Context: an optimization exercise on an open-source flow, tuned for small area, a short achievable clock period and few clock cycles per item. The choices shown serve that exercise and are no tape-out recipe. In this exercise RTL edits were held to simulation tests only and were not proved equivalent to the original. Power figures rest on the tool's default switching activity, not on a simulated workload.

==> config.mk <==
export PLATFORM = sky130hd
export DESIGN_NAME = location_stack_with_search_top
export DESIGN_NICKNAME = location_stack_with_search_top
export VERILOG_FILES = /design/flow/design.v
export SDC_FILE = /design/flow/constraint.sdc
export NUM_CORES = 4
export LEC_CHECK = 0
export CAP_MARGIN = 20
export CORE_MARGIN = 2
export CORE_UTILIZATION = 45
export SLEW_MARGIN = 20
export SYNTH_MEMORY_MAX_BITS = 16384
==> constraint.sdc <==
create_clock -name core_clock -period 8.0 [get_ports {i_clk}]
set_input_delay 1.6000 -clock core_clock [delete_from_list [all_inputs] [get_ports {i_clk}]]
set_output_delay 1.6000 -clock core_clock [all_outputs]
set_load 0.01 [all_outputs]
==> design.v <==
`timescale 1ns / 1ps
package lsws_pkg;
    localparam int DEF_STACK_DEPTH = 256;
    localparam int DEF_COORD_BITS  = 8;
    localparam int DIR_BITS        = 3;
    localparam int ACT_BITS        = 2;
    localparam int STATUS_BITS     = 2;
    typedef enum logic [ACT_BITS-1:0] {
        ACT_PUSH   = 2'd0,
        ACT_POP    = 2'd1,
        ACT_SEARCH = 2'd2
    } t_action;
    typedef enum logic [STATUS_BITS-1:0] {
        ST_OK        = 2'd0,
        ST_OVERFLOW  = 2'd1,
        ST_UNDERFLOW = 2'd2
    } t_status;
    typedef struct packed {
        logic    accept;      
        logic    push;        
        logic    pop;         
        logic    srch_start;  
        logic    srch_step;   
        logic    pop_load;    
        logic    set_found;
        logic    out_load;    
        t_status status;
    } t_cmd;
    typedef struct packed {
        logic full;
        logic empty;
        logic match;
        logic scan_done;
        logic out_free;
    } t_sts;
endpackage
`timescale 1ns / 1ps
import lsws_pkg::*;
module lsws_ctrl;
endmodule
`timescale 1ns / 1ps
import lsws_pkg::*;
module lsws_datapath #(
    parameter int STACK_DEPTH = lsws_pkg::DEF_STACK_DEPTH,
    parameter int COORD_BITS  = lsws_pkg::DEF_COORD_BITS,
    localparam int AW = (STACK_DEPTH > 1) ? $clog2(STACK_DEPTH) : 1,
    localparam int CW = $clog2(STACK_DEPTH + 1),
    localparam int EW = 2 * COORD_BITS + lsws_pkg::DIR_BITS,
    localparam int RW = EW + 2 + CW + lsws_pkg::STATUS_BITS
) (
    input  logic                  i_clk,
    input  logic                  i_rst_n,
    input  logic                  i_valid,
    input  logic [lsws_pkg::ACT_BITS-1:0] i_act,
    input  logic [COORD_BITS-1:0] i_row,
    input  logic [COORD_BITS-1:0] i_col,
    input  logic [lsws_pkg::DIR_BITS-1:0] i_dir,
    output logic [RW-1:0]         o_res
);
    logic [EW-1:0]        r_mem [STACK_DEPTH];
    logic [CW-1:0]        r_count;
    logic [AW-1:0]        r_rd_addr;    
    logic [EW-1:0]        r_top;        
    logic [EW-1:0]        din;
    logic [EW-1:0]        rd;
    logic [STACK_DEPTH-1:0] hit;
    logic                 empty, full, one;
    logic                 is_push, is_pop, is_srch;
    logic                 do_push, do_pop;
    logic [CW-1:0]        n_count;
    logic [EW-1:0]        n_top;
    logic                 found;
    logic [STATUS_BITS-1:0] status;
    assign din     = {i_row, i_col, i_dir};
    assign empty   = (r_count == '0);
    assign full    = r_count[CW-1];
    assign one     = (r_count == CW'(1));
    assign is_push = i_valid && (i_act == ACT_PUSH);
    assign is_pop  = i_valid && (i_act == ACT_POP);
    assign is_srch = i_valid && (i_act == ACT_SEARCH);
    assign do_push = is_push && !full;
    assign do_pop  = is_pop && !empty;
    genvar gi;
    generate
        for (gi = 0; gi < STACK_DEPTH; gi++) begin : g_ent
            always_ff @(posedge i_clk) begin
                if (do_push && r_count[AW-1:0] == AW'(gi)) begin
                    r_mem[gi] <= din;
                end
            end
            assign hit[gi] = (CW'(gi) < r_count) &&
                             (r_mem[gi][EW-1:DIR_BITS] == {i_row, i_col});
        end
    endgenerate
    assign rd    = r_mem[r_rd_addr];
    assign found = is_srch && (|hit);
    always_comb begin
        n_count = r_count;
        n_top   = r_top;
        if (do_push) begin
            n_count = r_count + CW'(1);
            n_top   = din;
        end else if (do_pop) begin
            n_count = r_count - CW'(1);
            n_top   = one ? '0 : rd;
        end
        status = ST_OK;
        if (is_push && full)  status = ST_OVERFLOW;
        if (is_pop  && empty) status = ST_UNDERFLOW;
    end
    always_ff @(posedge i_clk) begin
        if (!i_rst_n) begin
            r_count   <= '0;
            r_rd_addr <= AW'(-2);
            r_top     <= '0;
        end else begin
            r_count <= n_count;
            r_top   <= n_top;
            if (do_push)     r_rd_addr <= r_rd_addr + AW'(1);
            else if (do_pop) r_rd_addr <= r_rd_addr - AW'(1);
        end
    end
    assign o_res = {n_top, (n_count == '0), found, n_count, status};
endmodule
`timescale 1ns / 1ps
import lsws_pkg::*;
module location_stack_with_search_top #(
    parameter int STACK_DEPTH = lsws_pkg::DEF_STACK_DEPTH,
    parameter int COORD_BITS  = lsws_pkg::DEF_COORD_BITS
) (
    input  logic                   i_clk,
    input  logic                   i_rst_n,
    input  logic                   in_valid,
    output logic                   in_ready,
    input  logic [1:0]             in_action,
    input  logic [COORD_BITS-1:0]  in_loc_row,
    input  logic [COORD_BITS-1:0]  in_loc_col,
    input  logic [2:0]             in_loc_dir,
    output logic                   out_valid,
    input  logic                   out_ready,
    output logic [COORD_BITS-1:0]  out_top_row,
    output logic [COORD_BITS-1:0]  out_top_col,
    output logic [2:0]             out_top_dir,
    output logic                   out_is_empty,
    output logic                   out_found,
    output logic [$clog2(STACK_DEPTH+1)-1:0] out_entry_count,
    output logic [1:0]             out_status
);
    localparam int CW = $clog2(STACK_DEPTH + 1);
    localparam int RW = 2 * COORD_BITS + DIR_BITS + 2 + CW + STATUS_BITS;
    logic                   r_v1;
    logic [ACT_BITS-1:0]    r_act;
    logic [COORD_BITS-1:0]  r_row;
    logic [COORD_BITS-1:0]  r_col;
    logic [DIR_BITS-1:0]    r_dir;
    logic                   r_in_ready;
    logic [RW-1:0]          res;
    logic [1:0]             r_qn;
    logic                   r_out_valid;
    logic [RW-1:0]          r_q [3];
    assign in_ready = r_in_ready;
    always_ff @(posedge i_clk) begin
        r_act <= in_action;
        r_row <= in_loc_row;
        r_col <= in_loc_col;
        r_dir <= in_loc_dir;
        if (!i_rst_n) r_v1 <= 1'b0;
        else          r_v1 <= in_valid && r_in_ready;
    end
    lsws_datapath #(
        .STACK_DEPTH (STACK_DEPTH),
        .COORD_BITS  (COORD_BITS)
    ) u_datapath (
        .i_clk   (i_clk),
        .i_rst_n (i_rst_n),
        .i_valid (r_v1),
        .i_act   (r_act),
        .i_row   (r_row),
        .i_col   (r_col),
        .i_dir   (r_dir),
        .o_res   (res)
    );
    logic       deq;
    logic [1:0] qn_deq;
    logic [1:0] qn_next;
    assign deq     = r_out_valid && out_ready;
    assign qn_deq  = r_qn - {1'b0, deq};
    assign qn_next = qn_deq + {1'b0, r_v1};
    always_ff @(posedge i_clk) begin
        if (!i_rst_n) begin
            r_qn        <= '0;
            r_out_valid <= 1'b0;
            r_in_ready  <= 1'b1;
        end else begin
            r_qn        <= qn_next;
            r_out_valid <= (qn_next != 2'd0);
            r_in_ready  <= ({1'b0, qn_next} + {2'b0, in_valid && r_in_ready}) <= 3'd2;
        end
    end
    always_ff @(posedge i_clk) begin
        for (int k = 0; k < 3; k++) begin
            if (r_v1 && qn_deq == 2'(k)) begin
                r_q[k] <= res;
            end else if (deq && k < 2) begin
                r_q[k] <= r_q[k+1];
            end
        end
    end
    assign {out_top_row, out_top_col, out_top_dir, out_is_empty, out_found,
            out_entry_count, out_status} = r_q[0];
    assign out_valid = r_out_valid;
endmodule
==> run.sh <==
#!/bin/bash
# synth_recipe.tcl (not shown) runs the flow's synth.tcl, then flattens the netlist and writes it again
# the make line also repeats each setting of config.mk as NAME=value (left out here)
make -C /OpenROAD-flow-scripts/flow DESIGN_CONFIG=/design/flow/config.mk WORK_HOME=/design/flow/orfs CLKGATE_MAP_FILE= SYNTH_SCRIPT=/design/flow/synth_recipe.tcl finish
==> impl_metrics.toml <==
[status]
outcome = "aborted with a tool error"
failing_step = "5_1_grt"
firstError = "[ERROR GRT-0116] Global routing finished with congestion. Check the congestion regions in the DRC Viewer."

[logic_synthesis]
avgSynthCellArea_sq_um = 13.76
syn_inst = 17130
netlist_area_sq_mm = 0.2356
synth-seq-cells = 5022
yosysWarningCount = 4
synth_seq_area_share_pct = 63.74
synth_edf_count = 4960
synth_fp_nets = 17170
async_reset_ff_share_pct = 0
synthDistinctLibCells = 96
synth_ff_type = "edfxtp_1"

[clock_tree]
cts_made_buffers = 571
cts_resized = 0
ctsHtreeMaxLevel = 6
postCtsSetupBuffers = 0
ctsHoldBuffers = 0
clock-sinks = 5022
clk_path_buf_depth = 4
clock-root-buffer = "clkbuf_16"

[die]
row_count = 265
initial_core_util_pct = 45.20
die_w_um = 727.6
die_h_um = 727.6
ios = 59

[place]
post_dp_cell_area_sq_mm = 0.2606
dp_hpwl_um = 2041000
place_congestion = 1.867
port_buffers = 58

[grt]
grt_max_degree = 85
grt_pass1_vias = 267100
grt_first_pass_wirelength_um = 3682000
overflow = 56010
grt_util_all_layers_pct = 106.6
-- metrics by stage --
step	TNS [ps]	util, %	hold WS (ps)	std cells	setup WS, ps
after detailed placement	0	49.99	482.0	24770	495.3
after global placement	-2331	49.61	487.2	24640	-480.0
after floorplan	0	-	485.5	17130	1285
after CTS	0	53.49	498.8	25790	492.4
-- synthesized netlist by cell type (all sizes together) (16+ instances only) --
| master | n | area, sq um |
|---|---|---|
| edfxtp | 4960 | 148900 |
| xor2 | 2221 | 19450 |
| xnor2 | 1893 | 16580 |
| a22oi | 1699 | 12750 |
| nor4 | 804 | 5036 |
| buf | 776 | 3931 |
| nand4 | 709 | 4436 |
| nor2 | 673 | 2546 |
| nand2 | 425 | 1595 |
| clkbuf | 422 | 1584 |
| o22ai | 344 | 2158 |
| nand3 | 245 | 1236 |
| a22o | 215 | 1883 |
| a21oi | 189 | 945.9 |
| o21ai | 184 | 920.9 |
| nor3 | 166 | 835.8 |
| a222oi | 154 | 1541 |
| a221oi | 123 | 1132 |
| and3 | 90 | 563.0 |
| o2111ai | 75 | 656.9 |
| a32oi | 72 | 630.6 |
| dfxtp | 62 | 1241 |
| o211ai | 62 | 465.5 |
| a31oi | 54 | 337.8 |
| a2111oi | 46 | 427.9 |
| or4 | 45 | 345.3 |
| nor2b | 38 | 237.7 |
| inv | 31 | 116.4 |
| and2 | 23 | 143.9 |
| a32o | 21 | 210.2 |
| o22a | 18 | 157.7 |
| or3 | 17 | 106.4 |
| a211oi | 16 | 130.1 |
| mux2 | 16 | 180.2 |
| o221ai | 16 | 140.1 |
-- power by group through the flow --
stage / Sequential (mW) / Clock (mW) / Combinational [mW]
after global placement: 29.8 / 0 / 5.07
after floorplan: 30.0 / 0 / 1.90
after CTS: 29.3 / 26.3 / 5.14
after detailed placement: 29.8 / 0 / 5.12
-- layer usage --
layer / track usage, % / overflow
met1: 103.3 / 11570
met2: 123.1 / 30140
met3: 97.06 / 6750
met4: 98.89 / 6905
met5: 86.41 / 643
-- how the worst max path moves through the flow --
stage            endpoint  cells past startpoint
4_1_cts        r_q[1][14]                     17
3_5_place_dp   r_q[1][14]                     17
3_3_place_gp   r_q[0][13]                     15
2_1_floorplan  r_q[1][11]                     13
-- kinds of logic after synthesis --
logic type | after synthesis | synth area share, %
XOR/XNOR | 4114 | 15.29
multiplexers | 27 | 0.1232
buffers and inverters | 1229 | 2.390
adder cells (fa/ha/maj) | 15 | 0.07966
flip-flops | 5022 | 63.74
AND/OR/NAND/NOR | 3353 | 7.686
AO/OA/AOI/OAI | 3367 | 10.69
Testbench counts, summed over its fixed seeds: cycles 12,016, items 12,000.
